What follows belongs to an exercise in optimizing a design on an open flow for small area, a short achievable clock period and few clock cycles per item; a production flow would make more cautious choices.
Where RTL was checked, it was by simulation tests only, not by an equivalence proof against the original.
Only the layout flow was run in run 1; the RTL was not checked for function there.
No activity file was given, so power comes from the tool's default toggle rates.

==> config.mk <==
export PLATFORM = sky130hd
export DESIGN_NAME = systolic_top
export DESIGN_NICKNAME = systolic_top
export VERILOG_FILES = /design/flow/design.v
export SDC_FILE = /design/flow/constraint.sdc
export NUM_CORES = 4
export LEC_CHECK = 0
export CAP_MARGIN = 20
export CORE_MARGIN = 2
export CORE_UTILIZATION = 40
export CTS_BUF_LIST = sky130_fd_sc_hd__clkbuf_4 sky130_fd_sc_hd__clkbuf_8
export SETUP_SLACK_MARGIN = 2.75
export SLEW_MARGIN = 20
==> constraint.sdc <==
create_clock -name core_clock -period 5.0 [get_ports {clk}]
set_input_delay 1.0000 -clock core_clock [delete_from_list [all_inputs] [get_ports {clk}]]
set_output_delay 1.0000 -clock core_clock [all_outputs]
set_load 0.01 [all_outputs]
==> design.v <==
`default_nettype none
package systolic_pkg;
	localparam int ELEM_W = 8;  
	localparam int DIM = 4;  
	localparam int WORD_W = DIM * ELEM_W;
	localparam int IDX_W = 8;
	localparam int K_W = 4;
	localparam int ROW_W = $clog2(DIM);  
	typedef logic [ELEM_W-1:0] elem_t;
	typedef elem_t lane_vec_t [DIM];  
	typedef logic [WORD_W-1:0] word_t;
	typedef logic [IDX_W-1:0] idx_t;
	typedef enum logic [2:0] {
		SEQ_IDLE,
		SEQ_FEED,
		SEQ_DRAIN,
		SEQ_WRITE,
		SEQ_DONE
	} seq_state_t;
endpackage
`default_nettype wire
`default_nettype none
module mac_s1 (
	input wire [7:0] a_i,
	input wire [7:0] a3_i,  
	input wire [3:0] e1_i,  
	input wire [3:0] e2_i,  
	input wire [3:0] e3_i,  
	output wire [13:0] cs_o
);
	wire [8:0] a2 = {a_i, 1'b0};
	wire [7:0] m0;
	assign m0 = ({8{e1_i[0]}} & a_i[7:0])
		| ({8{e2_i[0]}} & a2[7:0])
		| ({8{e3_i[0]}} & a3_i[7:0]);
	wire [5:0] m1;
	assign m1 = ({6{e1_i[1]}} & a_i[5:0])
		| ({6{e2_i[1]}} & a2[5:0])
		| ({6{e3_i[1]}} & a3_i[5:0]);
	wire [3:0] m2;
	assign m2 = ({4{e1_i[2]}} & a_i[3:0])
		| ({4{e2_i[2]}} & a2[3:0])
		| ({4{e3_i[2]}} & a3_i[3:0]);
	wire [1:0] m3;
	assign m3 = ({2{e1_i[3]}} & a_i[1:0])
		| ({2{e2_i[3]}} & a2[1:0])
		| ({2{e3_i[3]}} & a3_i[1:0]);
	wire w1;
	wire w2;
	wire w3;
	wire w4;
	wire w5;
	wire w6;
	wire w7;
	wire w8;
	wire w9;
	wire w10;
	assign w1 = m0[6] ^ m1[4];
	assign w2 = m0[6] & m1[4];
	assign w3 = m0[7] ^ m1[5] ^ m2[3];
	assign w4 = m0[4] ^ m1[2];
	assign w5 = m0[4] & m1[2];
	assign w6 = m0[5] ^ m1[3] ^ m2[1];
	assign w7 = (m0[5] & m1[3]) | (m0[5] & m2[1]) | (m1[3] & m2[1]);
	assign w8 = m2[2] ^ m3[0] ^ w1;
	assign w9 = (m2[2] & m3[0]) | (m2[2] & w1) | (m3[0] & w1);
	assign w10 = m3[1] ^ w3 ^ w2;
	assign cs_o = {w9, w10, w7, w8, w5, w6, w4, m2[0], m1[1], m0[3], m1[0], m0[2], m0[1], m0[0]};
endmodule
module mac_s2 (
	input wire [13:0] cs_i,
	input wire [7:0] acc_i,
	output wire [7:0] y_o
);
	wire w1;
	wire w2;
	wire w3;
	wire w4;
	wire w5;
	wire w6;
	wire w7;
	wire w8;
	wire w9;
	wire w10;
	wire w11;
	assign w1 = cs_i[2] ^ cs_i[3];
	assign w2 = cs_i[2] & cs_i[3];
	assign w3 = cs_i[4] ^ cs_i[5] ^ acc_i[3];
	assign w4 = (cs_i[4] & cs_i[5]) | (cs_i[4] & acc_i[3]) | (cs_i[5] & acc_i[3]);
	assign w5 = cs_i[6] ^ cs_i[7] ^ acc_i[4];
	assign w6 = (cs_i[6] & cs_i[7]) | (cs_i[6] & acc_i[4]) | (cs_i[7] & acc_i[4]);
	assign w7 = cs_i[8] ^ cs_i[9] ^ acc_i[5];
	assign w8 = (cs_i[8] & cs_i[9]) | (cs_i[8] & acc_i[5]) | (cs_i[9] & acc_i[5]);
	assign w9 = cs_i[10] ^ cs_i[11] ^ acc_i[6];
	assign w10 = (cs_i[10] & cs_i[11]) | (cs_i[10] & acc_i[6]) | (cs_i[11] & acc_i[6]);
	assign w11 = cs_i[12] ^ cs_i[13] ^ acc_i[7];
	assign y_o = {w11, w9, w7, w5, w3, acc_i[2], cs_i[1], cs_i[0]} + {w10, w8, w6, w4, w2, w1, acc_i[1], acc_i[0]};
endmodule
`default_nettype wire
`timescale 1ns/1ns
`default_nettype none
module systolic_top #(
	parameter int MAX_K = 9
) (
	input wire clk,
	input wire rst,
	input logic start_i,
	input logic [systolic_pkg::K_W-1:0] k_i,
	input systolic_pkg::word_t a_rdata_i,  
	input systolic_pkg::word_t b_rdata_i,  
	output systolic_pkg::idx_t rd_index_o,
	output logic out_we_o,
	output systolic_pkg::idx_t out_index_o,
	output systolic_pkg::word_t out_wdata_o,
	output logic done_o
);
	localparam int K_W = systolic_pkg::K_W;
	localparam int CS_W = 14;
	logic run_q;              
	logic [K_W-1:0] t_q;      
	logic [1:0] r_q;          
	logic [3:0] roh_q;        
	logic [K_W-1:0] klast_q;  
	logic k1_q;               
	logic last_q;             
	logic [K_W-1:0] klast_in;
	logic k1_in;
	logic idle;
	logic active;
	logic last;
	logic last_d;
	logic [7:0] a_sel;
	logic [7:0] a_q;          
	logic [7:0] a3_q;         
	logic [3:0] e1_q [4];     
	logic [3:0] e2_q [4];     
	logic [3:0] e3_q [4];     
	logic first1_q;           
	logic last1_q;            
	logic [1:0] r1_q;
	logic fin1_q;             
	logic [CS_W-1:0] cs_q [4];
	logic first2_q;
	logic last2_q;
	logic [1:0] r2_q;
	logic fin2_q;
	logic [7:0] acc_q [4];
	logic we_q;
	logic [1:0] wrow_q;
	logic done_q;
	always_comb begin
		if (k_i > K_W'(MAX_K)) begin
			klast_in = K_W'(MAX_K - 1);
		end else if (k_i == '0) begin
			klast_in = '0;
		end else begin
			klast_in = k_i - K_W'(1);
		end
	end
	assign idle = ~run_q & ~fin1_q & ~fin2_q & ~done_q;
	assign active = run_q | (idle & start_i);
	assign k1_in = (k_i[K_W-1:1] == '0);
	assign last = run_q ? last_q : k1_in;
	always_comb begin
		if (last) begin
			last_d = run_q ? k1_q : k1_in;  
		end else if (run_q) begin
			last_d = (t_q + K_W'(1) == klast_q);
		end else begin
			last_d = (k_i == K_W'(2));
		end
	end
	always_ff @(posedge clk or posedge rst) begin
		if (rst) begin
			run_q <= 1'b0;
			last_q <= 1'b0;
			t_q <= '0;
			r_q <= '0;
			roh_q <= 4'b0001;
			last1_q <= 1'b0;
			fin1_q <= 1'b0;
			last2_q <= 1'b0;
			fin2_q <= 1'b0;
			we_q <= 1'b0;
			done_q <= 1'b0;
		end else begin
			if (active) begin
				run_q <= ~(last & (r_q == 2'd3));
				last_q <= last_d;
				if (last) begin
					t_q <= '0;
					r_q <= r_q + 2'd1;
					roh_q <= {roh_q[2:0], roh_q[3]};
				end else begin
					t_q <= t_q + K_W'(1);
				end
			end
			last1_q <= active & last;
			fin1_q <= active & last & (r_q == 2'd3);
			last2_q <= last1_q;
			fin2_q <= fin1_q;
			we_q <= last2_q;
			done_q <= fin2_q;
		end
	end
	always_ff @(posedge clk) begin
		if (idle) begin
			klast_q <= klast_in;
			k1_q <= k1_in;
		end
		first1_q <= (t_q == '0);
		first2_q <= first1_q;
		r1_q <= r_q;
		r2_q <= r1_q;
		wrow_q <= r2_q;
		a_q <= a_sel;
		a3_q <= a3_sel;
	end
	assign a_sel = ({8{roh_q[0]}} & a_rdata_i[31:24])
		| ({8{roh_q[1]}} & a_rdata_i[23:16])
		| ({8{roh_q[2]}} & a_rdata_i[15:8])
		| ({8{roh_q[3]}} & a_rdata_i[7:0]);
	logic [7:0] a3_sel;
	logic [7:0] a3_g;
	logic [7:0] a3_p;
	logic [7:0] a3_c;
	always_comb begin
		logic [7:0] g1, p1, g2, p2, g4;
		a3_g = 8'd0;
		a3_p = 8'd0;
		for (int i = 1; i < 8; i++) begin
			a3_g[i] = a_sel[i] & a_sel[i-1];
			a3_p[i] = a_sel[i] ^ a_sel[i-1];
		end
		g1 = a3_g;
		p1 = a3_p;
		for (int i = 1; i < 8; i++) begin
			g1[i] = a3_g[i] | (a3_p[i] & a3_g[i-1]);
			p1[i] = a3_p[i] & a3_p[i-1];
		end
		g2 = g1;
		p2 = p1;
		for (int i = 2; i < 8; i++) begin
			g2[i] = g1[i] | (p1[i] & g1[i-2]);
			p2[i] = p1[i] & p1[i-2];
		end
		g4 = g2;
		for (int i = 4; i < 8; i++) begin
			g4[i] = g2[i] | (p2[i] & g2[i-4]);
		end
		a3_c = {g4[6:0], 1'b0};  
		a3_sel = a3_p ^ a3_c;
		a3_sel[0] = a_sel[0];
	end
	for (genvar c = 0; c < 4; c++) begin : g_mac
		logic [CS_W-1:0] cs_d;
		logic [7:0] acc_in;
		logic [7:0] acc_d;
		logic [7:0] b_elem;
		assign b_elem = b_rdata_i[31-8*c -: 8];
		always_ff @(posedge clk) begin
			for (int i = 0; i < 4; i++) begin
				e1_q[c][i] <= (b_elem[2*i+1 -: 2] == 2'd1);
				e2_q[c][i] <= (b_elem[2*i+1 -: 2] == 2'd2);
				e3_q[c][i] <= (b_elem[2*i+1 -: 2] == 2'd3);
			end
		end
		mac_s1 s1_inst (
			.a_i(a_q),
			.a3_i(a3_q),
			.e1_i(e1_q[c]),
			.e2_i(e2_q[c]),
			.e3_i(e3_q[c]),
			.cs_o(cs_d)
		);
		assign acc_in = first2_q ? 8'd0 : acc_q[c];
		mac_s2 s2_inst (
			.cs_i(cs_q[c]),
			.acc_i(acc_in),
			.y_o(acc_d)
		);
		always_ff @(posedge clk) begin
			cs_q[c] <= cs_d;
			acc_q[c] <= acc_d;
		end
		assign out_wdata_o[8*c +: 8] = acc_q[c];
	end
	assign rd_index_o = {4'b0, t_q};
	assign out_we_o = we_q;
	assign out_index_o = {6'b0, wrow_q};
	assign done_o = done_q;
endmodule
`default_nettype wire
==> flow/run.sh <==
#!/bin/bash
# The standard layout, with buf_1 cells as the port buffers.
export BUFFER_PORTS_ARGS="-buffer_cell sky130_fd_sc_hd__buf_1"
bash standard.sh > standard.log 2>&1
==> standard.sh <==
#!/bin/bash
# synth_recipe.tcl (not shown) runs the flow's synth.tcl, then flattens the netlist and writes it again
# the make line also repeats each setting of config.mk as NAME=value (left out here)
make -C /OpenROAD-flow-scripts/flow DESIGN_CONFIG=/design/flow/config.mk WORK_HOME=/design/flow/orfs CLKGATE_MAP_FILE= SYNTH_SCRIPT=/design/flow/synth_recipe.tcl "${@:-finish}"
==> flow_summary.json, run 1 <==
{
  "cts_hold_buffers": 0,
  "pin_count": 121,
  "rsz0062_at_grt": "yes",
  "dp_slack_ns": 2.05,
  "grtUsageTotal_pct": 16.1,
  "setup-violations-final": 0,
  "routabilityCongestion": 0.769,
  "drc": 0,
  "first_pass_iters": 7,
  "crit_required_ns": 5.40,
  "syn_avg_cell_area_um2": 10.7,
  "die_area_um2": 21900,
  "synthesis.instances": 775,
  "synthArstFlopShare_pct": 9.89,
  "tns_ns": 0,
  "synth_seq_area_share_pct": 45.6,
  "synth_top_area_cell": "dfxtp_1",
  "htreeDepth": 4,
  "status": "timing/DRC/antenna clean",
  "cp_data_arrival_time_ns": 2.58,
  "post_drt_wl_per_cell_um": 15.1,
  "num_rows": 52,
  "drtIter0Drc": 585,
  "place_inst": 1121,
  "ys_types": 45,
  "cts_tree": "done",
  "chipHeight_um": 148,
  "io_buffers": 110,
  "synthTopCellsByArea": "dfxtp_1, ha_1, a222oi_1",
  "finalClockSkew_ns": 0.0138,
  "leakage_nw": 4.36,
  "routed.top_layer": "met4",
  "cts_buffers": 17,
  "drive_gt1_share_pct": 8.90,
  "cp_max_fo": 8,
  "vias": 5804,
  "fin_ws_ns": 2.82,
  "synth_most_common_cell": "dfxtp_1",
  "min_period_ns": 2.18,
  "overflow": 0,
  "postRouteAntennaNets": 0,
  "ir_drop_mv": 0.264,
  "grt_pass1_vias": 5681,
  "core_um2": 20300,
  "path_clk_slew_ns": 0.10,
  "cts-root-buf": "clkbuf_8",
  "finalMaxSlewViolations": 0,
  "fmax_mhz": 459,
  "layoutNonFillerInstCount": 1159,
  "syn_to_final_growth_pct": 15.1,
  "nNetsFinal": 1027,
  "grt_pass1_wl_um": 27900,
  "cts_sinks": 182,
  "wl_met3_um": 1240,
  "synth_top_area_share_pct": 38.3,
  "worstSetupStartpointType": "flop",
  "drv_cap": 0,
  "worstSetupPathType": "flop to flop",
  "clk_latency_ns": 0.47,
  "wl_met2_um": 8370,
  "vias_per_cell": 5.01,
  "grt_max_degree": 33,
  "start_util_pct": 40.9,
  "worst_slew_pin_slew_ns": 1.04,
  "r2r_cells": 10,
  "fin_crit_sh_pct": 43.6,
  "slew_headroom_pct": 30.8,
  "synthTopCellsByCount": "dfxtp_1, inv_1, a222oi_1, nor2b_1, xnor2_1",
  "min_path_cells": 0,
  "syn_area_um2": 8300,
  "synth-edff-count": 5,
  "cp-end-kind": "flop",
  "synth_seq_cells": 182,
  "met1_length_um": 7650,
  "hold_path_class": "flop to flop",
  "p_per_area_nw_per_um2": 326,
  "die_w_um": 148,
  "antenna_found_initial": 2,
  "ys.flop_type": "dfxtp_1",
  "drt-total-wl_um": 17500,
  "hpwl_um": 12000,
  "hold_viol": 0,
  "yosys_warnings": 11,
  "cts_buffer_depth": 2
}
## state kept, by name (all words and copies together), names as in the netlist, 2 cells and up
name / cells
cs_q: 56
acc_q: 32
e1_q: 16
e2_q: 16
e3_q: 16
a3_q: 8
a_q: 7
klast_q: 4
roh_q: 4
t_q: 4
r1_q: 2
r2_q: 2
r_q: 2
wrow_q: 2
## through the flow
stage / hold slack, ns / power (W) / util (%) / area (µm²)
final: 0.333 / 0.00311 / 47.0 / 9550
after global routing: 0.344 / 0.00327 / 47.0 / 9550
after CTS: 0.335 / 0.00310 / 46.1 / 9350
after detailed placement: 0.314 / 0.00204 / 43.9 / 8910
after global placement: 0.310 / 0.00203 / 43.9 / 8910
after floorplan: 0.310 / 0.00193 / - / 8380
## placed cells by master (no fill, tap or decap), drive strengths merged, types with 2 or more instances in the layout
| cell | instances |
|---|---|
| nor2 | 25 |
| a21o | 8 |
| dfxtp | 159 |
| a22oi | 17 |
| buf | 117 |
| a222oi | 64 |
| nor3 | 8 |
| nand3b | 2 |
| nand3 | 2 |
| conb | 10 |
| mux2 | 7 |
| nand2 | 18 |
| o21bai | 5 |
| ha | 52 |
| inv | 104 |
| bufinv | 2 |
| dfrtp | 17 |
| o21ai | 10 |
| clkbuf | 19 |
| clkinv | 5 |
| fa | 29 |
| a21oi | 19 |
| xor2 | 7 |
| and2 | 17 |
| nor2b | 55 |
| xnor2 | 55 |
| a211oi | 3 |
| o21a | 16 |
| edfxtp | 5 |
| nand2b | 14 |
| o41ai | 5 |
## final cells by class
| type | instances | area (µm²) |
|---|---|---|
| Inverter | 99 | 372 |
| Multi-Input combinational cell | 458 | 4130 |
| Antenna cell | 1 | 2.50 |
| Clock buffer | 19 | 255 |
| Timing Repair Buffer | 117 | 497 |
| Sequential cell | 182 | 3790 |
| Clock inverter | 13 | 168 |
| Tap cell | 270 | 338 |
| Fill cell | 1934 | 10700 |
## logic make-up after synthesis
logic type / Yosys count / synth area share (%)
DFF: 182 / 45.6
AOI/OAI and AO/OA: 153 / 15.2
and+or+nand+nor: 145 / 9.57
buffers and inverters: 144 / 7.27
adders and majority gates: 81 / 14.8
xor gates and xnor gates: 62 / 6.54
muxes: 7 / 0.950
other: 1 / 0.0452
## worst max-delay path, stage by stage (launching register included)
cell and delay, ns:
dfxtp_4 0.39, buf_8 0.15, nand2b_4 0.14, fa_1 0.49, inv_2 0.05, ha_4 0.21, inv_1 0.07, nor2_1 0.04
o31a_1 0.11, o41ai_2 0.32, xnor2_1 0.15
## routing by layer
metal / up-vias / GRT usage (%)
li1: 2870 / -
met1: 2716 / 21.1
met2: 196 / 26.2
met3: 22 / 4.42
met4: 0 / 4.67
met5: - / 0
## report_power, final
group          internal, W  switching [W]  leakage, nW
registers          0.00158      0.0000946         1.57
logic             0.000191       0.000220         2.58
clock network     0.000481       0.000549        0.211
## final timing paths
kind / to / start / slack, ns
setup / recovery: acc_q[1][7]$_DFF_P_ / first2_q$_DFF_P_ / 2.82
hold / removal: first2_q$_DFF_P_ / first1_q$_DFF_P_ / 0.33
setup reg to reg: acc_q[1][7]$_DFF_P_ / first2_q$_DFF_P_ / 2.82
hold reg to reg: first2_q$_DFF_P_ / first1_q$_DFF_P_ / 0.33
max in group asynchronous: t_q[3]$_DFFE_PP0N_ / rst / 3.99
min in group asynchronous: fin2_q$_DFF_PP0_ / rst / 0.58
## timing repair
| action | in CTS | in global routing |
|---|---|---|
| setup buffers | 1 | 4 |
| resized for setup | 2 | 29 |
| endpoints found under the setup margin | 23 | 9 |
| pin swaps | 0 | 8 |
==> run 2: changes to the inputs <==
--- a/design.v
+++ b/design.v
@@ -120,3 +120,2 @@
 	logic [K_W-1:0] t_q;      
-	logic [1:0] r_q;          
 	logic [3:0] roh_q;        
@@ -139,3 +138,2 @@
 	logic last1_q;            
-	logic [1:0] r1_q;
 	logic fin1_q;             
@@ -144,3 +142,2 @@
 	logic last2_q;
-	logic [1:0] r2_q;
 	logic fin2_q;
@@ -148,3 +145,3 @@
 	logic we_q;
-	logic [1:0] wrow_q;
+	logic [1:0] wrow_q;       
 	logic done_q;
@@ -177,3 +174,2 @@
 			t_q <= '0;
-			r_q <= '0;
 			roh_q <= 4'b0001;
@@ -184,2 +180,3 @@
 			we_q <= 1'b0;
+			wrow_q <= '0;
 			done_q <= 1'b0;
@@ -187,3 +184,3 @@
 			if (active) begin
-				run_q <= ~(last & (r_q == 2'd3));
+				run_q <= ~(last & roh_q[3]);
 				last_q <= last_d;
@@ -191,3 +188,2 @@
 					t_q <= '0;
-					r_q <= r_q + 2'd1;
 					roh_q <= {roh_q[2:0], roh_q[3]};
@@ -198,3 +194,3 @@
 			last1_q <= active & last;
-			fin1_q <= active & last & (r_q == 2'd3);
+			fin1_q <= active & last & roh_q[3];
 			last2_q <= last1_q;
@@ -202,2 +198,5 @@
 			we_q <= last2_q;
+			if (we_q) begin
+				wrow_q <= wrow_q + 2'd1;
+			end
 			done_q <= fin2_q;
@@ -212,5 +211,2 @@
 		first2_q <= first1_q;
-		r1_q <= r_q;
-		r2_q <= r1_q;
-		wrow_q <= r2_q;
 		a_q <= a_sel;
--- a/config.mk
+++ b/config.mk
@@ -11,3 +11,3 @@
 export CTS_BUF_LIST = sky130_fd_sc_hd__clkbuf_4 sky130_fd_sc_hd__clkbuf_8
-export SETUP_SLACK_MARGIN = 2.75
+export SETUP_SLACK_MARGIN = 3.0
 export SLEW_MARGIN = 20
==> flow_summary.json, run 2 <==
{
  "syn_to_final_growth_pct": 24.3,
  "pin_count": 121,
  "met1_length_um": 7510,
  "finalPower_w": 0.00319,
  "syn_avg_cell_area_um2": 10.6,
  "largest_register_ffs": 56,
  "fmax_mhz": 465,
  "routed.top_layer": "met5",
  "worst_slew_pin_slew_ns": 1.02,
  "cts_tree": "done",
  "synth_top_area_cell": "dfxtp_1",
  "antenna_found_initial": 2,
  "leakage_nw": 4.68,
  "crit_required_ns": 5.34,
  "cts-root-buf": "clkbuf_8",
  "fin_crit_sh_pct": 43.0,
  "hpwl_um": 11900,
  "synth_top_area_share_pct": 37.4,
  "syn_area_um2": 8200,
  "setup-violations-final": 0,
  "min_period_ns": 2.15,
  "vias": 5926,
  "overflow": 0,
  "ir_drop_mv": 0.281,
  "cp-end-kind": "flop",
  "place_inst": 1121,
  "routabilityCongestion": 0.759,
  "synthArstFlopShare_pct": 10.2,
  "regToRegStartpoint": "first2_q$_DFF_P_",
  "ys_types": 46,
  "grtUsageTotal_pct": 17.0,
  "nNetsFinal": 1058,
  "rsz0062_at_grt": "yes",
  "synth_seq_area_share_pct": 44.7,
  "first_pass_iters": 12,
  "ys.flop_type": "dfxtp_1",
  "core_um2": 20200,
  "htreeDepth": 4,
  "synthesis.instances": 773,
  "die_area_um2": 21700,
  "endpoint": "acc_q[1][7]$_DFF_P_",
  "reg_top3": "cs_q: 56 flops, acc_q: 32 flops",
  "finalClockSkew_ns": 0.0145,
  "synth_seq_cells": 176,
  "cp-startpoint": "first2_q$_DFF_P_",
  "num_rows": 52,
  "drv_cap": 0,
  "wl_met3_um": 1120,
  "drtIter0Drc": 463,
  "cts_hold_buffers": 0,
  "hold_viol": 0,
  "cts_sinks": 176,
  "synthTopCellsByArea": "dfxtp_1, a222oi_1, ha_1",
  "dpl-instance-area_um2": 8990,
  "path_clk_slew_ns": 0.09,
  "yosys_warnings": 11,
  "layout_commonest_cell": "dfxtp_1",
  "slew_headroom_pct": 31.2,
  "drc": 0,
  "post_drt_wl_per_cell_um": 15.1,
  "r2r_cells": 9,
  "grt_max_degree": 33,
  "finalMaxSlewViolations": 0,
  "chipHeight_um": 147,
  "status": "timing/DRC/antenna clean",
  "final_area_um2": 10200,
  "clk_latency_ns": 0.47,
  "synth-edff-count": 5,
  "r2r-end": "acc_q[1][7]$_DFF_P_",
  "die_w_um": 147,
  "top_register": "cs_q",
  "cts_buffers": 17,
  "timing.hold.ws_ns": 0.329,
  "grt_pass1_wl_um": 29100,
  "postRouteAntennaNets": 0,
  "wl_met2_um": 9080,
  "cts_buffer_depth": 2,
  "start_util_pct": 40.7,
  "vias_per_cell": 4.98,
  "io_buffers": 110,
  "worstSetupPathType": "flop to flop",
  "r2r_slack_ns": 2.85,
  "drive_gt1_share_pct": 23.7,
  "synth_most_common_cell": "dfxtp_1",
  "drt-total-wl_um": 18000,
  "layoutNonFillerInstCount": 1191,
  "grt_pass1_vias": 5905,
  "final_cell_mix": "dfxtp_1, inv_1, buf_1",
  "cp_data_arrival_time_ns": 2.49,
  "min_from": "first1_q$_DFF_P_",
  "p_per_area_nw_per_um2": 313,
  "worstSetupStartpointType": "flop",
  "cp_max_fo": 5,
  "hold_path_class": "flop to flop",
  "tns_ns": 0,
  "synthTopCellsByCount": "dfxtp_1, inv_1, a222oi_1, nor2b_1, xnor2_1"
}
run 2: area by class of cell:
class / instances / area, µm²
Fill cell: 1894 / 9980
Multi-Input combinational cell: 462 / 4440
Sequential cell: 176 / 3690
Timing Repair Buffer: 149 / 836
Inverter: 101 / 382
Tap cell: 270 / 338
Clock buffer: 22 / 290
Clock inverter: 10 / 205
Antenna cell: 1 / 2.50
run 2: how the worst min path moves through the flow:
| stage | end | depth (start not counted) |
|---|---|---|
| 3_5_place_dp | first2_q$_DFF_P_ | 0 |
| 5_1_grt | first2_q$_DFF_P_ | 0 |
| 4_1_cts | first2_q$_DFF_P_ | 0 |
| 2_1_floorplan | first2_q$_DFF_P_ | 0 |
| 3_3_place_gp | first2_q$_DFF_P_ | 0 |
| 6_report | first2_q$_DFF_P_ | 0 |
run 2: per-stage QoR:
| stage | setup WS (ns) | util, % |
|---|---|---|
| 2_1_floorplan | 2.57 | - |
| 3_3_place_gp | 2.41 | 44.6 |
| 3_5_place_dp | 2.39 | 44.6 |
| 4_1_cts | 2.86 | 48.9 |
| 5_1_grt | 2.75 | 50.5 |
| 6_report | 2.85 | 50.5 |
run 2: timing repair:
action,4_1_cts,5_1_grt
pin swaps,33,24
gates resized for setup,54,69
endpoints found under the setup margin,43,51
gates cloned,1,0
setup buffers,19,17
run 2: logic make-up after synthesis:
kind of cell | share of synthesized area [%]
other cells | 0.0457
fa+ha+maj | 14.9
xor+xnor | 6.52
buf+inv | 7.45
simple gates | 10.1
flops | 44.7
compound gates | 15.6
mux | 0.687
run 2: metal layers:
metal	up-vias	track usage (%)
met4	2	5.72
li1	2925	-
met3	21	4.19
met1	2803	21.0
met5	-	0
met2	175	29.3
run 2: worst max-delay path: stages (launching register included):
cell,delay (ns)
dfxtp_4,0.37
buf_12,0.14
nor2b_2,0.11
fa_1,0.45
ha_4,0.26
nor2_2,0.13
nor2_4,0.05
o31a_1,0.13
o41ai_2,0.27
xnor2_1,0.11
run 2: report_power, final:
group | switching, W | leakage (nW) | internal [W]
clock network | 0.000497 | 0.254 | 0.000696
logic | 0.000220 | 2.90 | 0.000245
registers | 0.0000541 | 1.52 | 0.00148
Testbench counts of run 2, summed over its fixed seeds: cycles 27,344, items 1,200.
==> run 3: changes to the inputs <==
--- a/config.mk
+++ b/config.mk
@@ -7,2 +7,3 @@
 export LEC_CHECK = 0
+export ABC_AREA = 1
 export CAP_MARGIN = 20
@@ -11,3 +12,3 @@
 export CTS_BUF_LIST = sky130_fd_sc_hd__clkbuf_4 sky130_fd_sc_hd__clkbuf_8
-export SETUP_SLACK_MARGIN = 3.0
+export SETUP_SLACK_MARGIN = 2.75
 export SLEW_MARGIN = 20
==> flow_summary.json, run 3 <==
{
  "status": "timing/DRC/antenna clean",
  "min_period_ns": 2.15,
  "routabilityCongestion": 0.826,
  "grtUsageTotal_pct": 17.6,
  "power.share.clock_pct": 13.5,
  "cts_sinks": 176,
  "layout_commonest_cell": "nand2_1",
  "drv_cap": 0,
  "ys.flop_type": "dfxtp_1",
  "num_rows": 54,
  "rsz0062_at_grt": "yes",
  "postRouteAntennaNets": 0,
  "synth-edff-count": 5,
  "cp_common_cell": "nand2_1",
  "start_util_pct": 40.9,
  "synth_seq_cells": 176,
  "cp-end-kind": "flop",
  "synth_most_common_cell": "nand2_1",
  "power.switching_w": 0.00339,
  "crit_required_ns": 5.37,
  "synth_top_area_share_pct": 34.2,
  "critPathMaxStageDelay_ns": 0.44,
  "reg_top3": "cs_q: 56 flops, acc_q: 32 flops",
  "synthesis.instances": 1150,
  "worstSetupPathType": "flop to flop",
  "ys_types": 41,
  "synthTopCellsByCount": "nand2_1, inv_1, dfxtp_1, nor2_1, nand3_1",
  "final_cell_mix": "nand2_1, inv_1, dfxtp_1",
  "vias_per_cell": 4.60,
  "crit_path_top_delay_cell": "fa_1",
  "slew_headroom_pct": 35.0,
  "ir_drop_mv": 0.319,
  "largest_register_ffs": 56,
  "layoutNonFillerInstCount": 1542,
  "clk_latency_ns": 0.47,
  "post_drt_wl_per_cell_um": 12.8,
  "cp_data_arrival_time_ns": 2.52,
  "io_buffers": 110,
  "top_register": "cs_q",
  "grt_max_degree": 25,
  "overflow": 0,
  "drt-total-wl_um": 19700,
  "cts_buffers": 17,
  "synth_top_area_cell": "dfxtp_1",
  "leakage_nw": 5.04,
  "crit_family": "adder cells",
  "hold_path_class": "flop to flop",
  "syn_avg_cell_area_um2": 7.78,
  "pwr-share-seq_pct": 33.6,
  "path_buf_inv": 2,
  "worst_slew_pin_slew_ns": 0.974,
  "cts_buffer_depth": 2,
  "synthTopCellsByArea": "dfxtp_1, nand2_1, inv_1",
  "drc": 0,
  "path_clk_slew_ns": 0.11,
  "cts_tree": "done",
  "first_pass_iters": 5,
  "synth_seq_area_share_pct": 41.0,
  "synthArstFlopShare_pct": 10.2,
  "r2r_slack_ns": 2.85,
  "vias": 7086,
  "antenna_found_initial": 0,
  "die_area_um2": 23600,
  "syn_to_final_growth_pct": 12.0,
  "grt_pass1_vias": 6931,
  "hpwl_um": 14700,
  "htreeDepth": 4,
  "cp_max_fo": 13,
  "finalMaxSlewViolations": 0,
  "die_w_um": 154,
  "p_per_area_nw_per_um2": 741,
  "chipHeight_um": 154,
  "power_frac_comb_pct": 52.9,
  "worstSetupStartpointType": "flop",
  "setup-violations-final": 0,
  "fin_crit_sh_pct": 43.0,
  "fmax_mhz": 465,
  "cts-root-buf": "clkbuf_8",
  "pin_count": 121,
  "drtIter0Drc": 431,
  "internal_power_w": 0.00403,
  "core_um2": 21900,
  "cts_hold_buffers": 0,
  "swShare_pct": 45.7,
  "cp_cell_sequence": "buf_8, nor2_1, fa_1, ha_1, nand2_1, nor2_1, a21oi_1, inv_1, nand2_1, nand2_1",
  "tns_ns": 0,
  "drive_gt1_share_pct": 6.02,
  "yosys_warnings": 11,
  "hold_viol": 0,
  "syn_area_um2": 8950,
  "num_antenna_cells": 0,
  "finalClockSkew_ns": 0.0187,
  "grt_pass1_wl_um": 33400,
  "nNetsFinal": 1400,
  "place_inst": 1508
}
==> run 3: cell count changes after synthesis, sizes merged, moves of 19 or more <==
cell | previous run | this run
buf | 16 | 36
xor2 | 7 | 28
nor2b | 56 | 0
inv | 101 | 179
nor2 | 26 | 100
nand4 | 0 | 21
a222oi | 64 | 0
clkbuf | 27 | 8
xnor2 | 54 | 15
nand3 | 3 | 92
nand2 | 20 | 353
==> run 3: worst reg2reg max path, stage by stage, from the launching register on <==
cell	delay, ns
dfxtp_4	0.40
buf_8	0.16
nor2_1	0.15
fa_1	0.44
ha_1	0.36
nand2_1	0.13
nor2_1	0.06
a21oi_1	0.19
inv_1	0.06
nand2_1	0.06
nand2_1	0.04
==> run 3: cell families after synthesis <==
kind of cell	synth area share (%)
AOI/OAI and AO/OA	3.69
xor gates and xnor gates	4.54
adders and majority gates	13.6
buffers and inverters	10.5
DFF	41.0
other	0.0419
and+or+nand+nor	26.7
==> run 3: through the flow <==
stage | setup WS, ns | power (W) | instance area [µm²] | hold slack, ns | util (%)
CTS | 2.75 | 0.00731 | 9920 | 0.369 | 45.3
floorplan | 2.75 | 0.00536 | 8990 | 0.310 | -
detailed placement | 2.52 | 0.00628 | 9510 | 0.342 | 43.5
global placement | 2.57 | 0.00620 | 9510 | 0.334 | 43.5
finish | 2.85 | 0.00742 | 10000 | 0.366 | 45.8
global route | 2.72 | 0.00820 | 10000 | 0.390 | 45.8
==> run 3: final timing paths <==
check                                  start               endpoint  cells after the start
setup / recovery            first2_q$_DFF_P_    acc_q[3][7]$_DFF_P_                     10
hold / removal             last2_q$_DFF_PP0_         we_q$_DFF_PP0_                      0
setup reg to reg            first2_q$_DFF_P_    acc_q[3][7]$_DFF_P_                     10
hold reg to reg            last2_q$_DFF_PP0_         we_q$_DFF_PP0_                      0
max in group asynchronous                rst     t_q[0]$_DFFE_PP0N_                      2
min in group asynchronous                rst  wrow_q[0]$_DFFE_PP0P_                      2
==> run 3: cell type report <==
type / count / area, µm²
Inverter: 179 / 684
Tap cell: 280 / 350
Clock inverter: 15 / 168
Sequential cell: 176 / 3670
Fill cell: 2225 / 11900
Multi-Input combinational cell: 760 / 4450
Clock buffer: 17 / 234
Timing Repair Buffer: 115 / 458
==> run 3: power by group through the flow <==
stage	registers, W	logic [W]	clock network (W)
floorplan	0.00229	0.00306	0
global placement	0.00253	0.00368	0
detailed placement	0.00253	0.00375	0
CTS	0.00250	0.00378	0.00103
global route	0.00257	0.00454	0.00109
finish	0.00250	0.00393	0.000999
==> run 3: layer usage <==
metal,share of wire (%),global-route usage (%),vias up
met3,5.8,4.09,19
met5,0,0,-
li1,-,-,3716
met2,47,29.4,192
met4,1.6,5.20,0
met1,46,22.7,3159
==> run 3: repair_timing <==
action,4_1_cts,5_1_grt
buffers inserted,0,2
hold endpoints to repair,0,0
endpoints found under the setup margin,12,10
pin swaps,0,1
gates resized for setup,3,13
==> run 4: changes to the inputs <==
--- a/config.mk
+++ b/config.mk
@@ -7,3 +7,2 @@
 export LEC_CHECK = 0
-export ABC_AREA = 1
 export CAP_MARGIN = 20
@@ -12,2 +11,4 @@
 export CTS_BUF_LIST = sky130_fd_sc_hd__clkbuf_4 sky130_fd_sc_hd__clkbuf_8
+export CTS_CLUSTER_DIAMETER = 100
+export CTS_CLUSTER_SIZE = 30
 export SETUP_SLACK_MARGIN = 2.75
==> flow_summary.json, run 4 <==
{
  "status": "timing/DRC/antenna clean",
  "cts_sinks": 176,
  "io_buffers": 110,
  "cp-end-kind": "flop",
  "grt_pass1_vias": 5342,
  "path_clk_slew_ns": 0.09,
  "slew_headroom_pct": 26.0,
  "first_pass_iters": 12,
  "setup-violations-final": 0,
  "fmax_mhz": 456,
  "syn_area_um2": 8200,
  "rsz0062_at_grt": "yes",
  "p_per_area_nw_per_um2": 291,
  "drtIter0Drc": 500,
  "synthTopCellsByArea": "dfxtp_1, a222oi_1, ha_1",
  "die_w_um": 147,
  "crit_required_ns": 5.39,
  "drc": 0,
  "drive_gt1_share_pct": 8.60,
  "post_drt_wl_per_cell_um": 14.4,
  "overflow": 0,
  "finalMaxSlewViolations": 0,
  "start_util_pct": 40.7,
  "syn_avg_cell_area_um2": 10.6,
  "timing.hold.ws_ns": 0.330,
  "final_cell_mix": "dfxtp_1, buf_1, inv_1",
  "leakage_nw": 4.24,
  "synth_seq_area_share_pct": 44.7,
  "min_period_ns": 2.19,
  "finalClockSkew_ns": 0.0101,
  "htreeDepth": 4,
  "hold_path_class": "flop to flop",
  "synthArstFlopShare_pct": 10.2,
  "cts_buffers": 17,
  "synthTopCellsByCount": "dfxtp_1, inv_1, a222oi_1, nor2b_1, xnor2_1",
  "cts-root-buf": "clkbuf_8",
  "cp-startpoint": "first2_q$_DFF_P_",
  "grt_max_degree": 33,
  "tns_ns": 0,
  "synth_seq_cells": 176,
  "chipHeight_um": 147,
  "synth_top_area_cell": "dfxtp_1",
  "cts_hold_buffers": 0,
  "clk_latency_ns": 0.46,
  "cp_max_fo": 32,
  "hold_viol": 0,
  "cts_tree": "done",
  "worstSetupPathType": "flop to flop",
  "drv_cap": 0,
  "cp_data_arrival_time_ns": 2.59,
  "yosys_warnings": 11,
  "dp_slack_ns": 2.37,
  "grt_pass1_wl_um": 26500,
  "vias_per_cell": 4.96,
  "ys_types": 46,
  "largest_register_ffs": 56,
  "worst_slew_pin_slew_ns": 1.11,
  "cts_buffer_depth": 2,
  "die_area_um2": 21700,
  "antenna_found_initial": 1,
  "synthesis.instances": 773,
  "fin_crit_sh_pct": 43.9,
  "top_register": "cs_q",
  "synth_top_area_share_pct": 37.4,
  "min_from": "first1_q$_DFF_P_",
  "dpl-instance-area_um2": 8820,
  "reg_top3": "cs_q: 56 flops, acc_q: 32 flops",
  "routabilityCongestion": 0.735,
  "num_antenna_cells": 0,
  "layout_commonest_cell": "dfxtp_1",
  "synth-edff-count": 5,
  "ir_drop_mv": 0.194,
  "synth_most_common_cell": "dfxtp_1",
  "fin_ws_ns": 2.81,
  "regToRegStartpoint": "first2_q$_DFF_P_",
  "postRouteAntennaNets": 0,
  "vias": 5726,
  "num_rows": 52,
  "grtUsageTotal_pct": 15.5,
  "nNetsFinal": 1022,
  "hpwl_um": 11900,
  "syn_to_final_growth_pct": 14.0,
  "ys.flop_type": "dfxtp_1",
  "pin_count": 121,
  "worstSetupStartpointType": "flop",
  "core_um2": 20200,
  "drt-total-wl_um": 16600,
  "nFillCells": 1963,
  "final_area_um2": 9350
}
run 4: cell families (layout without fill, tap and decap cells):
group	count (synthesis)	in the layout	share of synthesized area, %
xor gates and xnor gates	61	61	6.52
and+or+nand+nor	152	152	10.1
AOI/OAI and AO/OA	154	154	15.6
DFF	176	176	44.7
other	1	10	0.0457
adders and majority gates	80	80	14.9
buffers and inverters	144	246	7.45
muxes	5	5	0.687
run 4: area by class of cell:
cell class	instances	area (µm²)	area share, %
Clock buffer	21	283	3.03
Clock inverter	11	80.1	0.857
Inverter	101	379	4.06
Multi-Input combinational cell	462	4150	44.4
Sequential cell	176	3670	39.2
Tap cell	270	338	3.61
Timing Repair Buffer	113	448	4.79
run 4: path summary, 6_finish.rpt:
path,end,slack (ns),cells after the start
max in group asynchronous,roh_q[3]$_DFFE_PP0N_,3.94,2
worst max-delay path,acc_q[1][7]$_DFF_P_,2.81,10
min in group asynchronous,wrow_q[0]$_DFFE_PP0P_,0.59,2
worst min-delay path,first2_q$_DFF_P_,0.33,0
worst max register to register,acc_q[1][7]$_DFF_P_,2.81,10
worst min register to register,first2_q$_DFF_P_,0.33,0
run 4: metrics by stage:
stage | total power (W) | std cells | utilization [%]
after floorplan | 0.00174 | 782 | -
after global placement | 0.00183 | 1121 | 43.7
after detailed placement | 0.00184 | 1121 | 43.7
after CTS | 0.00276 | 1154 | 45.7
after global routing | 0.00285 | 1154 | 46.3
final | 0.00272 | 1154 | 46.3
run 4: routing by layer:
| layer | up-vias | track usage [%] | part of all wire (%) |
|---|---|---|---|
| met1 | 2666 | 20.3 | 45 |
| met4 | 2 | 5.10 | 1.2 |
| met3 | 18 | 4.66 | 7.5 |
| li1 | 2845 | - | - |
| met5 | - | 0 | 0.078 |
| met2 | 195 | 24.5 | 46 |
run 4: critical path, cell delays in order, from the launching register on:
cell and delay, ns:
dfxtp_2 0.33, buf_12 0.15, nand2b_4 0.15, fa_1 0.47, inv_1 0.06, ha_4 0.22, inv_1 0.07, nor2_1 0.05
o31a_1 0.12, o41ai_2 0.33, xnor2_1 0.16
run 4: where the power goes:
part	switching (W)	total, W	internal [W]
clock network	0.000513	0.000904	0.000391
logic	0.000146	0.000273	0.000127
registers	0.0000654	0.00154	0.00147
run 4: timing repair:
item | in CTS | in global routing
pin swaps | 1 | 8
gates resized for setup | 4 | 25
setup buffers | 1 | 0
endpoints found under the setup margin | 9 | 10
==> run 5: changes to the inputs <==
--- a/config.mk
+++ b/config.mk
@@ -11,4 +11,2 @@
 export CTS_BUF_LIST = sky130_fd_sc_hd__clkbuf_4 sky130_fd_sc_hd__clkbuf_8
-export CTS_CLUSTER_DIAMETER = 100
-export CTS_CLUSTER_SIZE = 30
 export SETUP_SLACK_MARGIN = 2.75
==> flow_summary.json, run 5 <==
{
  "synthMuxAreaShare_pct": 0.687,
  "fin_crit_sh_pct": 43.9,
  "clk_latency_ns": 0.46,
  "p_per_area_nw_per_um2": 291,
  "leakage_nw": 4.24,
  "cp_max_fo": 32,
  "crit_path_top_delay_cell": "fa_1",
  "path_buf_inv": 3,
  "synthArstFlopShare_pct": 10.2,
  "start_util_pct": 40.7,
  "final_cell_mix": "dfxtp_1, buf_1, inv_1",
  "grt.met1_usage_pct": 20.3,
  "use_met3_pct": 4.66,
  "swShare_pct": 26.7,
  "status": "timing/DRC/antenna clean",
  "cts_sinks": 176,
  "internal_power_w": 0.00199,
  "io_buffers": 110,
  "power.switching_w": 0.000725,
  "num_antenna_cells": 0,
  "slew_headroom_pct": 26.0,
  "cp-startpoint": "first2_q$_DFF_P_",
  "first_pass_iters": 12,
  "routabilityCongestion": 0.735,
  "cts-root-buf": "clkbuf_8",
  "synth_seq_cells": 176,
  "chipHeight_um": 147,
  "worst_slew_pin_slew_ns": 1.11,
  "grt_max_degree": 33,
  "nFillCells": 1963,
  "finalMaxSlewViolations": 0,
  "layout_commonest_cell": "dfxtp_1",
  "drt-total-wl_um": 16600,
  "synth_seq_area_share_pct": 44.7,
  "cts_hold_buffers": 0,
  "place_inst": 1121,
  "syn_area_um2": 8200,
  "multiInputGateArea_um2": 4150,
  "ys_types": 46,
  "crit_cells": 10,
  "power.share.clock_pct": 33.3,
  "core_um2": 20200,
  "drc": 0,
  "largest_register_ffs": 56,
  "ir_drop_mv": 0.194,
  "fin_ws_ns": 2.81,
  "worstSetupStartpointType": "flop",
  "dpl-instance-area_um2": 8820,
  "regArea_um2": 3670,
  "worstSetupPathType": "flop to flop",
  "grtUsageTotal_pct": 15.5,
  "die_area_um2": 21700,
  "min_period_ns": 2.19,
  "crit_required_ns": 5.39,
  "synthTopCellsByCount": "dfxtp_1, inv_1, a222oi_1, nor2b_1, xnor2_1",
  "dp_slack_ns": 2.37,
  "cts_tree": "done",
  "top_register": "cs_q",
  "drive_gt1_share_pct": 8.60,
  "antenna_found_initial": 1,
  "cts_buffer_depth": 2,
  "hold_path_class": "flop to flop",
  "r2r_slack_ns": 2.81,
  "final_area_um2": 9350,
  "cp_cell_sequence": "buf_12, nand2b_4, fa_1, inv_1, ha_4, inv_1, nor2_1, o31a_1, o41ai_2, xnor2_1",
  "synthesis.instances": 773,
  "synth_compound_area_share_pct": 15.6,
  "cp-end-kind": "flop",
  "cp_common_cell": "inv_1",
  "critPathMaxStageDelay_ns": 0.47,
  "vias": 5726,
  "nNetsFinal": 1022,
  "synth_top_area_share_pct": 37.4,
  "post_drt_wl_per_cell_um": 14.4,
  "layoutNonFillerInstCount": 1154,
  "synthAdderAreaFrac_pct": 14.9,
  "cts_buffers": 17,
  "path_clk_slew_ns": 0.09,
  "synthTopCellsByArea": "dfxtp_1, a222oi_1, ha_1",
  "ys.flop_type": "dfxtp_1",
  "syn_avg_cell_area_um2": 10.6,
  "regToRegStartpoint": "first2_q$_DFF_P_",
  "postRouteAntennaNets": 0,
  "die_w_um": 147,
  "yosys_warnings": 11,
  "synth_most_common_cell": "dfxtp_1",
  "pwr-share-seq_pct": 56.7,
  "synth-edff-count": 5,
  "endpoint": "acc_q[1][7]$_DFF_P_",
  "num_rows": 52,
  "finalClockSkew_ns": 0.0101,
  "synthSimpleGateAreaFrac_pct": 10.1,
  "drv_cap": 0,
  "use_met2_pct": 24.5,
  "hold_viol": 0,
  "synthXorXnorAreaFrac_pct": 6.52,
  "syn_to_final_growth_pct": 14.0,
  "overflow": 0,
  "crit_family": "adder cells",
  "vias_per_cell": 4.96,
  "pin_count": 121,
  "fmax_mhz": 456,
  "rsz0062_at_grt": "yes",
  "grt_pass1_wl_um": 26500,
  "cp_data_arrival_time_ns": 2.59,
  "hpwl_um": 11900,
  "r2r_cells": 10,
  "power_frac_comb_pct": 10.1,
  "synth_top_area_cell": "dfxtp_1",
  "grt_pass1_vias": 5342,
  "tns_ns": 0,
  "synth_top_family_by_area": "compound AO/OA/AOI/OAI gates",
  "grt.busiest_layer": "met2",
  "setup-violations-final": 0,
  "r2r-end": "acc_q[1][7]$_DFF_P_",
  "drtIter0Drc": 500,
  "htreeDepth": 4,
  "reg_top3": "cs_q: 56 flops, acc_q: 32 flops"
}
==> run 5: area by class of cell <==
class | count | share of cell area [%]
multi-input cells | 462 | 44.4
flip-flops and latches | 176 | 39.2
well taps | 270 | 3.61
inverters | 101 | 4.06
repair buffers | 113 | 4.79
clock inverters | 11 | 0.857
clock buffers | 21 | 3.03
==> run 5: worst register-to-register path, stage by stage (launching register included) <==
cell      delay [ns]
dfxtp_2         0.33
buf_12          0.15
nand2b_4        0.17
fa_1            0.47
inv_1           0.06
ha_4            0.22
inv_1           0.07
nor2_1          0.05
o31a_1          0.12
o41ai_2         0.33
xnor2_1         0.16
==> run 5: layer usage <==
layer	up-vias	wire, µm
met5	-	13
met4	2	205
met3	18	1250
met2	195	7660
met1	2666	7450
li1	2845	-
==> run 5: repair_timing <==
item / in CTS / in global routing
endpoints found under the setup margin: 9 / 10
setup buffers: 1 / 0
pin swaps: 1 / 8
gates resized for setup: 4 / 25
==> run 5: power by group through the flow <==
stage	registers, W	logic (W)	clock network [W]
CTS	0.00154	0.000279	0.000943
detailed placement	0.00157	0.000270	0
finish	0.00154	0.000273	0.000904
global route	0.00155	0.000306	0.000996
floorplan	0.00156	0.000180	0
global placement	0.00157	0.000267	0
==> run 5: worst min-delay path by stage <==
stage	from	to	slack [ns]	cells past startpoint
floorplan	first1_q$_DFF_P_	first2_q$_DFF_P_	0.31	0
global placement	first1_q$_DFF_P_	first2_q$_DFF_P_	0.31	0
detailed placement	first1_q$_DFF_P_	first2_q$_DFF_P_	0.32	0
CTS	first1_q$_DFF_P_	first2_q$_DFF_P_	0.34	0
global route	first1_q$_DFF_P_	first2_q$_DFF_P_	0.35	0
finish	first1_q$_DFF_P_	first2_q$_DFF_P_	0.33	0
==> run 5: logic make-up (layout without fill, tap and decap cells) <==
family          count (synthesis)  count (layout)
compound gates                154             154
xor+xnor                       61              61
fa+ha+maj                      80              80
buf+inv                       144             246
flops                         176             176
mux                             5               5
other cells                     1              10
simple gates                  152             152
==> run 5: stage by stage <==
stage	total power, W	utilization (%)	hold WS, ns
2_1_floorplan	0.00174	-	0.310
3_3_place_gp	0.00183	43.7	0.313
3_5_place_dp	0.00184	43.7	0.316
4_1_cts	0.00276	45.7	0.339
5_1_grt	0.00285	46.3	0.347
6_report	0.00272	46.3	0.330
==> run 6: changes to the inputs <==
--- a/config.mk
+++ b/config.mk
@@ -11,3 +11,3 @@
 export CTS_BUF_LIST = sky130_fd_sc_hd__clkbuf_4 sky130_fd_sc_hd__clkbuf_8
-export SETUP_SLACK_MARGIN = 2.75
+export SETUP_SLACK_MARGIN = 2.9
 export SLEW_MARGIN = 20
==> flow_summary.json, run 6 <==
{
  "synth_seq_cells": 176,
  "path_buf_inv": 3,
  "synthTopCellsByArea": "dfxtp_1, a222oi_1, ha_1",
  "grt_max_degree": 33,
  "synthesis.instances": 773,
  "power.share.clock_pct": 33.9,
  "wl_met2_um": 8280,
  "first_pass_iters": 9,
  "synth_top_family_by_area": "compound AO/OA/AOI/OAI gates",
  "cts_tree": "done",
  "leakage_nw": 4.37,
  "ys.flop_type": "dfxtp_1",
  "dp_slack_ns": 2.36,
  "routabilityCongestion": 0.745,
  "reg_top3": "cs_q: 56 flops, acc_q: 32 flops",
  "syn_avg_cell_area_um2": 10.6,
  "crit_family": "simple AND/OR/NAND/NOR gates",
  "tns_ns": 0,
  "synth_most_common_cell": "dfxtp_1",
  "worstSetupPathType": "flop to flop",
  "cp-startpoint": "first2_q$_DFF_P_",
  "power_frac_comb_pct": 13.7,
  "ys_types": 46,
  "synth_top_area_share_pct": 37.4,
  "ir_drop_mv": 0.244,
  "pwr-share-seq_pct": 52.4,
  "layout_commonest_cell": "dfxtp_1",
  "rsz0062_at_grt": "yes",
  "r2r-end": "acc_q[0][6]$_DFF_P_",
  "drc": 0,
  "synth_seq_area_share_pct": 44.7,
  "grtUsageTotal_pct": 16.7,
  "status": "timing/DRC/antenna clean",
  "crit_path_top_delay_cell": "fa_1",
  "synth_top_area_cell": "dfxtp_1",
  "finalClockSkew_ns": 0.0114,
  "syn_area_um2": 8200,
  "antenna_found_initial": 0,
  "swShare_pct": 27.3,
  "cp_cell_sequence": "buf_6, buf_12, nand2b_4, fa_1, inv_2, ha_4, or4_4, nand3_2",
  "yosys_warnings": 11,
  "hold_path_class": "flop to flop",
  "synthAdderAreaFrac_pct": 14.9,
  "routed.top_layer": "met4",
  "syn_to_final_growth_pct": 18.6,
  "hold_viol": 0,
  "cp-end-kind": "flop",
  "grt_pass1_vias": 5770,
  "min_path_cells": 0,
  "synth-edff-count": 5,
  "drive_gt1_share_pct": 14.5,
  "cts_buffer_depth": 2,
  "power.switching_w": 0.000798,
  "met1_length_um": 7720,
  "synth_compound_area_share_pct": 15.6,
  "layoutNonFillerInstCount": 1169,
  "clk_latency_ns": 0.47,
  "fmax_mhz": 465,
  "start_util_pct": 40.7,
  "largest_register_ffs": 56,
  "slew_headroom_pct": 33.8,
  "num_rows": 52,
  "nNetsFinal": 1037,
  "fin_ws_ns": 2.85,
  "min_from": "first1_q$_DFF_P_",
  "synthSimpleGateAreaFrac_pct": 10.1,
  "fin_crit_sh_pct": 43.0,
  "top_register": "cs_q",
  "core_um2": 20200,
  "r2r_slack_ns": 2.85,
  "chipHeight_um": 147,
  "wl_met3_um": 1330,
  "holdPathEnd": "first2_q$_DFF_P_",
  "cts_buffers": 17,
  "num_antenna_cells": 0,
  "cts_sinks": 176,
  "cp_max_fo": 8,
  "setup-violations-final": 0,
  "postRouteAntennaNets": 0,
  "final_cell_mix": "dfxtp_1, buf_1, inv_1",
  "cts-root-buf": "clkbuf_8",
  "synthXorXnorAreaFrac_pct": 6.52,
  "post_drt_wl_per_cell_um": 15.1,
  "vias": 5830,
  "die_area_um2": 21700,
  "crit_required_ns": 5.42,
  "min_period_ns": 2.15,
  "path_clk_slew_ns": 0.09,
  "synthMuxAreaShare_pct": 0.687,
  "io_buffers": 110,
  "worstSetupStartpointType": "flop",
  "die_w_um": 147,
  "synthTopCellsByCount": "dfxtp_1, inv_1, a222oi_1, nor2b_1, xnor2_1",
  "p_per_area_nw_per_um2": 301,
  "cts_hold_buffers": 0,
  "overflow": 0,
  "vias_per_cell": 4.99,
  "finalPower_w": 0.00292,
  "htreeDepth": 4,
  "internal_power_w": 0.00213,
  "finalMaxSlewViolations": 0,
  "cp_data_arrival_time_ns": 2.57,
  "pin_count": 121,
  "critPathMaxStageDelay_ns": 0.52,
  "worst_slew_pin_slew_ns": 0.991,
  "r2r_cells": 8,
  "synthArstFlopShare_pct": 10.2,
  "drt-total-wl_um": 17700,
  "regToRegStartpoint": "first2_q$_DFF_P_",
  "place_inst": 1121,
  "grt_pass1_wl_um": 28500,
  "drtIter0Drc": 539,
  "drv_cap": 0,
  "hpwl_um": 12100
}
==> run 6: power by group through the flow <==
stage	clock network, W	registers (W)	logic [W]
2_1_floorplan	0	0.00156	0.000218
5_1_grt	0.00107	0.00154	0.000437
3_3_place_gp	0	0.00161	0.000230
4_1_cts	0.00101	0.00154	0.000350
3_5_place_dp	0	0.00161	0.000233
6_report	0.000991	0.00153	0.000401
==> run 6: final cells by class <==
type	instances	area, µm²
Multi-Input combinational cell	462	4340
Clock inverter	15	160
Fill cell	1958	10400
Inverter	101	379
Timing Repair Buffer	128	597
Sequential cell	176	3680
Tap cell	270	338
Clock buffer	17	234
==> run 6: how the worst max path moves through the flow <==
stage | cells past startpoint | endpoint | slack, ns
2_1_floorplan | 9 | a3_q[7]$_DFF_P_ | 2.57
3_3_place_gp | 10 | a3_q[7]$_DFF_P_ | 2.41
3_5_place_dp | 10 | a3_q[7]$_DFF_P_ | 2.36
4_1_cts | 10 | acc_q[2][7]$_DFF_P_ | 2.87
5_1_grt | 8 | acc_q[0][7]$_DFF_P_ | 2.77
6_report | 8 | acc_q[0][6]$_DFF_P_ | 2.85
==> run 6: stage by stage <==
stage	hold slack [ns]	cell area, µm²	utilization (%)
6_report	0.330	9730	48.2
5_1_grt	0.342	9730	48.2
4_1_cts	0.334	9570	47.5
3_5_place_dp	0.319	8970	44.5
3_3_place_gp	0.313	8970	44.5
2_1_floorplan	0.310	8480	-
==> run 6: kinds of logic (layout without fill, tap and decap cells) <==
kind of cell | Yosys count | count (layout)
AOI/OAI and AO/OA | 154 | 154
xor gates and xnor gates | 61 | 61
adders and majority gates | 80 | 80
buffers and inverters | 144 | 261
DFF | 176 | 176
muxes | 5 | 5
other | 1 | 10
and+or+nand+nor | 152 | 152
==> run 6: timing repair <==
| item | CTS | global route |
|---|---|---|
| gates cloned | 0 | 1 |
| endpoints found under the setup margin | 20 | 26 |
| buffers inserted | 8 | 7 |
| gates resized for setup | 23 | 29 |
| pin swaps | 7 | 17 |
==> run 6: per-layer routing <==
| metal | GRT usage, % | vias up |
|---|---|---|
| li1 | - | 2888 |
| met1 | 21.0 | 2724 |
| met2 | 27.8 | 197 |
| met3 | 4.29 | 21 |
| met4 | 6.06 | 0 |
| met5 | 0 | - |
==> run 7: changes to the inputs <==
--- a/design.v
+++ b/design.v
@@ -122,3 +122,2 @@
 	logic [K_W-1:0] klast_q;  
-	logic k1_q;               
 	logic last_q;             
@@ -138,3 +137,2 @@
 	logic last1_q;            
-	logic fin1_q;             
 	logic [CS_W-1:0] cs_q [4];
@@ -142,3 +140,2 @@
 	logic last2_q;
-	logic fin2_q;
 	logic [7:0] acc_q [4];
@@ -146,3 +143,2 @@
 	logic [1:0] wrow_q;       
-	logic done_q;
 	always_comb begin
@@ -156,3 +152,3 @@
 	end
-	assign idle = ~run_q & ~fin1_q & ~fin2_q & ~done_q;
+	assign idle = ~run_q & ~last1_q & ~last2_q & ~we_q;
 	assign active = run_q | (idle & start_i);
@@ -162,3 +158,3 @@
 		if (last) begin
-			last_d = run_q ? k1_q : k1_in;  
+			last_d = run_q ? (klast_q == '0) : k1_in;  
 		end else if (run_q) begin
@@ -176,8 +172,5 @@
 			last1_q <= 1'b0;
-			fin1_q <= 1'b0;
 			last2_q <= 1'b0;
-			fin2_q <= 1'b0;
 			we_q <= 1'b0;
 			wrow_q <= '0;
-			done_q <= 1'b0;
 		end else begin
@@ -194,5 +187,3 @@
 			last1_q <= active & last;
-			fin1_q <= active & last & roh_q[3];
 			last2_q <= last1_q;
-			fin2_q <= fin1_q;
 			we_q <= last2_q;
@@ -201,3 +192,2 @@
 			end
-			done_q <= fin2_q;
 		end
@@ -207,3 +197,2 @@
 			klast_q <= klast_in;
-			k1_q <= k1_in;
 		end
@@ -286,3 +275,3 @@
 	assign out_index_o = {6'b0, wrow_q};
-	assign done_o = done_q;
+	assign done_o = we_q & (wrow_q == 2'd3);  
 endmodule
--- a/config.mk
+++ b/config.mk
@@ -7,3 +7,3 @@
 export LEC_CHECK = 0
-export CAP_MARGIN = 20
+export CAP_MARGIN = 5
 export CORE_MARGIN = 2
@@ -11,3 +11,3 @@
 export CTS_BUF_LIST = sky130_fd_sc_hd__clkbuf_4 sky130_fd_sc_hd__clkbuf_8
-export SETUP_SLACK_MARGIN = 2.9
-export SLEW_MARGIN = 20
+export SETUP_SLACK_MARGIN = 2.75
+export SLEW_MARGIN = 5
==> flow_summary.json, run 7 <==
{
  "place_inst": 1110,
  "slew_headroom_pct": 35.2,
  "synth_top_family_by_area": "compound AO/OA/AOI/OAI gates",
  "cts-root-buf": "clkbuf_8",
  "synthArstFlopShare_pct": 8.72,
  "synth_seq_cells": 172,
  "clk_latency_ns": 0.44,
  "critPathMaxStageDelay_ns": 0.39,
  "r2r_slack_ns": 2.73,
  "nFillCells": 1943,
  "pin_count": 121,
  "yosys_warnings": 11,
  "top_register": "cs_q",
  "worstSetupStartpointType": "flop",
  "reg_top3": "cs_q: 56 flops, acc_q: 32 flops",
  "synthTopCellsByCount": "dfxtp_1, inv_1, a222oi_1, nor2b_1, xnor2_1",
  "fin_crit_sh_pct": 45.5,
  "fin_ws_ns": 2.73,
  "synth_top_area_share_pct": 37.8,
  "nNetsFinal": 1020,
  "grt_pass1_vias": 5537,
  "grt_pass1_wl_um": 27000,
  "layout_commonest_cell": "dfxtp_1",
  "layoutNonFillerInstCount": 1148,
  "synthTopCellsByArea": "dfxtp_1, ha_1, a222oi_1",
  "cts_buffers": 17,
  "hold_path_class": "flop to flop",
  "regArea_um2": 3560,
  "num_antenna_cells": 0,
  "min_period_ns": 2.27,
  "ys.flop_type": "dfxtp_1",
  "syn_avg_cell_area_um2": 10.6,
  "fmax_mhz": 440,
  "htreeDepth": 4,
  "synthAdderAreaFrac_pct": 15.2,
  "final_cell_mix": "dfxtp_1, buf_1, inv_1",
  "syn_to_final_growth_pct": 16.1,
  "synthMuxAreaShare_pct": 0.958,
  "p_per_area_nw_per_um2": 302,
  "cp_data_arrival_time_ns": 1.27,
  "hpwl_um": 11900,
  "hold_viol": 0,
  "setup-violations-final": 0,
  "leakage_nw": 4.26,
  "die_w_um": 146,
  "ir_drop_mv": 0.259,
  "syn_area_um2": 8100,
  "cts_tree": "done",
  "synth_top_area_cell": "dfxtp_1",
  "crit_path_top_delay_cell": "dfrtp_1",
  "antenna_found_initial": 0,
  "overflow": 0,
  "synthXorXnorAreaFrac_pct": 6.88,
  "crit_required_ns": 4.00,
  "core_um2": 20000,
  "drive_gt1_share_pct": 10.1,
  "drtIter0Drc": 552,
  "multiInputGateArea_um2": 4220,
  "drt-total-wl_um": 17000,
  "cts_buffer_depth": 2,
  "vias_per_cell": 4.97,
  "synth-edff-count": 4,
  "finalClockSkew_ns": 0.0149,
  "synthSimpleGateAreaFrac_pct": 9.88,
  "vias": 5700,
  "routabilityCongestion": 0.745,
  "grt_max_degree": 25,
  "status": "timing/DRC/antenna clean",
  "path_buf_inv": 1,
  "num_rows": 52,
  "worstSetupPathType": "flop to output port",
  "postRouteAntennaNets": 0,
  "tns_ns": 0,
  "synth_most_common_cell": "dfxtp_1",
  "synth_compound_area_share_pct": 15.6,
  "cp-end-kind": "output port",
  "worst_slew_pin_slew_ns": 0.970,
  "io_buffers": 110,
  "cp_cell_sequence": "ha_2, and2_1, buf_2",
  "grtUsageTotal_pct": 15.9,
  "ys_types": 48,
  "synth_seq_area_share_pct": 44.0,
  "drv_cap": 0,
  "first_pass_iters": 10,
  "rsz0062_at_grt": "yes",
  "cp_max_fo": 2,
  "start_util_pct": 40.4,
  "synthesis.instances": 762,
  "post_drt_wl_per_cell_um": 14.8,
  "die_area_um2": 21400,
  "chipHeight_um": 146,
  "largest_register_ffs": 56,
  "finalMaxSlewViolations": 0,
  "drc": 0,
  "dp_slack_ns": 2.12,
  "crit_family": "flip-flops",
  "cts_sinks": 172,
  "path_clk_slew_ns": 0.09
}
-- run 7: final cells by class --
| cell class | instances | share of cell area, % |
|---|---|---|
| multi-input combinational | 456 | 44.9 |
| sequential | 172 | 37.9 |
| timing repair buffer | 122 | 5.53 |
| inverter | 99 | 3.95 |
| tap | 270 | 3.60 |
| clock buffer | 20 | 2.80 |
| clock inverter | 9 | 1.32 |
-- run 7: kinds of logic (layout without fill, tap and decap cells) --
kind of cell,count (synthesis),count (layout)
adders and majority gates,81,81
AOI/OAI and AO/OA,153,153
xor gates and xnor gates,62,62
buffers and inverters,143,250
other,1,10
and+or+nand+nor,143,143
muxes,7,7
DFF,172,172
-- run 7: timing repair --
action,in CTS,in global routing
gates cloned,0,0
endpoints found under the setup margin,20,13
buffers inserted,3,6
pin swaps,1,15
resized for setup,5,31
hold buffers,0,0
-- run 7: worst register-to-register path: stages, from the launching register on --
cell and delay, ns:
dfxtp_4 0.43, buf_6 0.14, nor2b_4 0.04, fa_1 0.54, ha_4 0.21, o21a_1 0.18
o31a_1 0.13, o41ai_2 0.37, xnor2_1 0.15
-- run 7: final timing paths --
kind	start	depth (start not counted)	endpoint
worst max-delay path	wrow_q[1]$_DFFE_PP0P_	3	done_o
worst min-delay path	first1_q$_DFF_P_	0	first2_q$_DFF_P_
worst max register to register	first2_q$_DFF_P_	8	acc_q[0][7]$_DFF_P_
worst min register to register	first1_q$_DFF_P_	0	first2_q$_DFF_P_
max in group asynchronous	rst	2	t_q[2]$_DFFE_PP0N_
min in group asynchronous	rst	2	t_q[0]$_DFFE_PP0N_
-- run 7: where the power goes --
| group | total (W) | switching, W | internal [W] |
|---|---|---|---|
| sequential | 0.00152 | 0.0000780 | 0.00144 |
| combinational | 0.000341 | 0.000163 | 0.000177 |
| clock | 0.000974 | 0.000467 | 0.000507 |
| total | 0.00283 | 0.000709 | 0.00212 |
-- run 7: routing by layer --
metal	track usage (%)	vias to the layer above	wire length (µm)
met2	25.9	167	8050
met1	21.1	2698	7870
li1	-	2828	-
met3	4.09	7	998
met5	0	-	0
met4	4.03	0	102
-- run 7: stage by stage --
stage	hold slack (ns)	total power [W]	cell area, µm²	util (%)
after global placement	0.310	0.00182	8740	43.6
after floorplan	0.310	0.00172	8200	-
after detailed placement	0.320	0.00182	8740	43.6
after global routing	0.356	0.00297	9400	46.9
final	0.340	0.00283	9400	46.9
after CTS	0.336	0.00283	9160	45.7
Testbench counts of run 7, summed over its fixed seeds: cycles 27,344, items 1,200.

==> port drivers added, routing unchanged <==
The flow's constraints put no driver on any port. The routed layouts listed below were extracted and timed again, unchanged, in two steps. Step 1 (the two cells are an assumption about what drives the block):
set clk [get_ports {clk}]
set_driving_cell -lib_cell sky130_fd_sc_hd__clkbuf_16 $clk
set_driving_cell -lib_cell sky130_fd_sc_hd__buf_2 [delete_from_list [all_inputs] $clk]
Step 2 times the ports against the registers' clock, not the clock port: input delays grow and output delays shrink by t, the midpoint of the rising clock arrivals with the driver on. Three values: no drivers, after step 1, after step 2; two values: the first two.
| run | shift t [ns] | setup slack, ns | clock arrival spread, ns | worst slew at a driven data input, ns |
|---|---|---|---|---|
| run 1 | 0.496 | 2.821 / 2.821 / 2.410 | 0.016 / 0.016 | 0.07 |
| run 2 | 0.498 | 2.849 / 2.849 / 2.429 | 0.016 / 0.016 | 0.06 |
| run 3 | 0.506 | 2.850 / 2.850 / 2.532 | 0.021 / 0.021 | 0.05 |
| run 4 | 0.498 | 2.806 / 2.806 / 2.429 | 0.011 / 0.011 | 0.07 |
| run 5 | 0.498 | 2.806 / 2.806 / 2.429 | 0.011 / 0.011 | 0.07 |
| run 6 | 0.505 | 2.850 / 2.850 / 2.454 | 0.013 / 0.014 | 0.06 |
| run 7 | 0.472 | 2.726 / 2.687 / 2.358 | 0.016 / 0.016 | 0.05 |
After both steps every run listed still meets setup and hold. For run 2, which loses most, drivers alone change the setup slack by 0.000 ns; drivers and shift together by -0.420 ns.
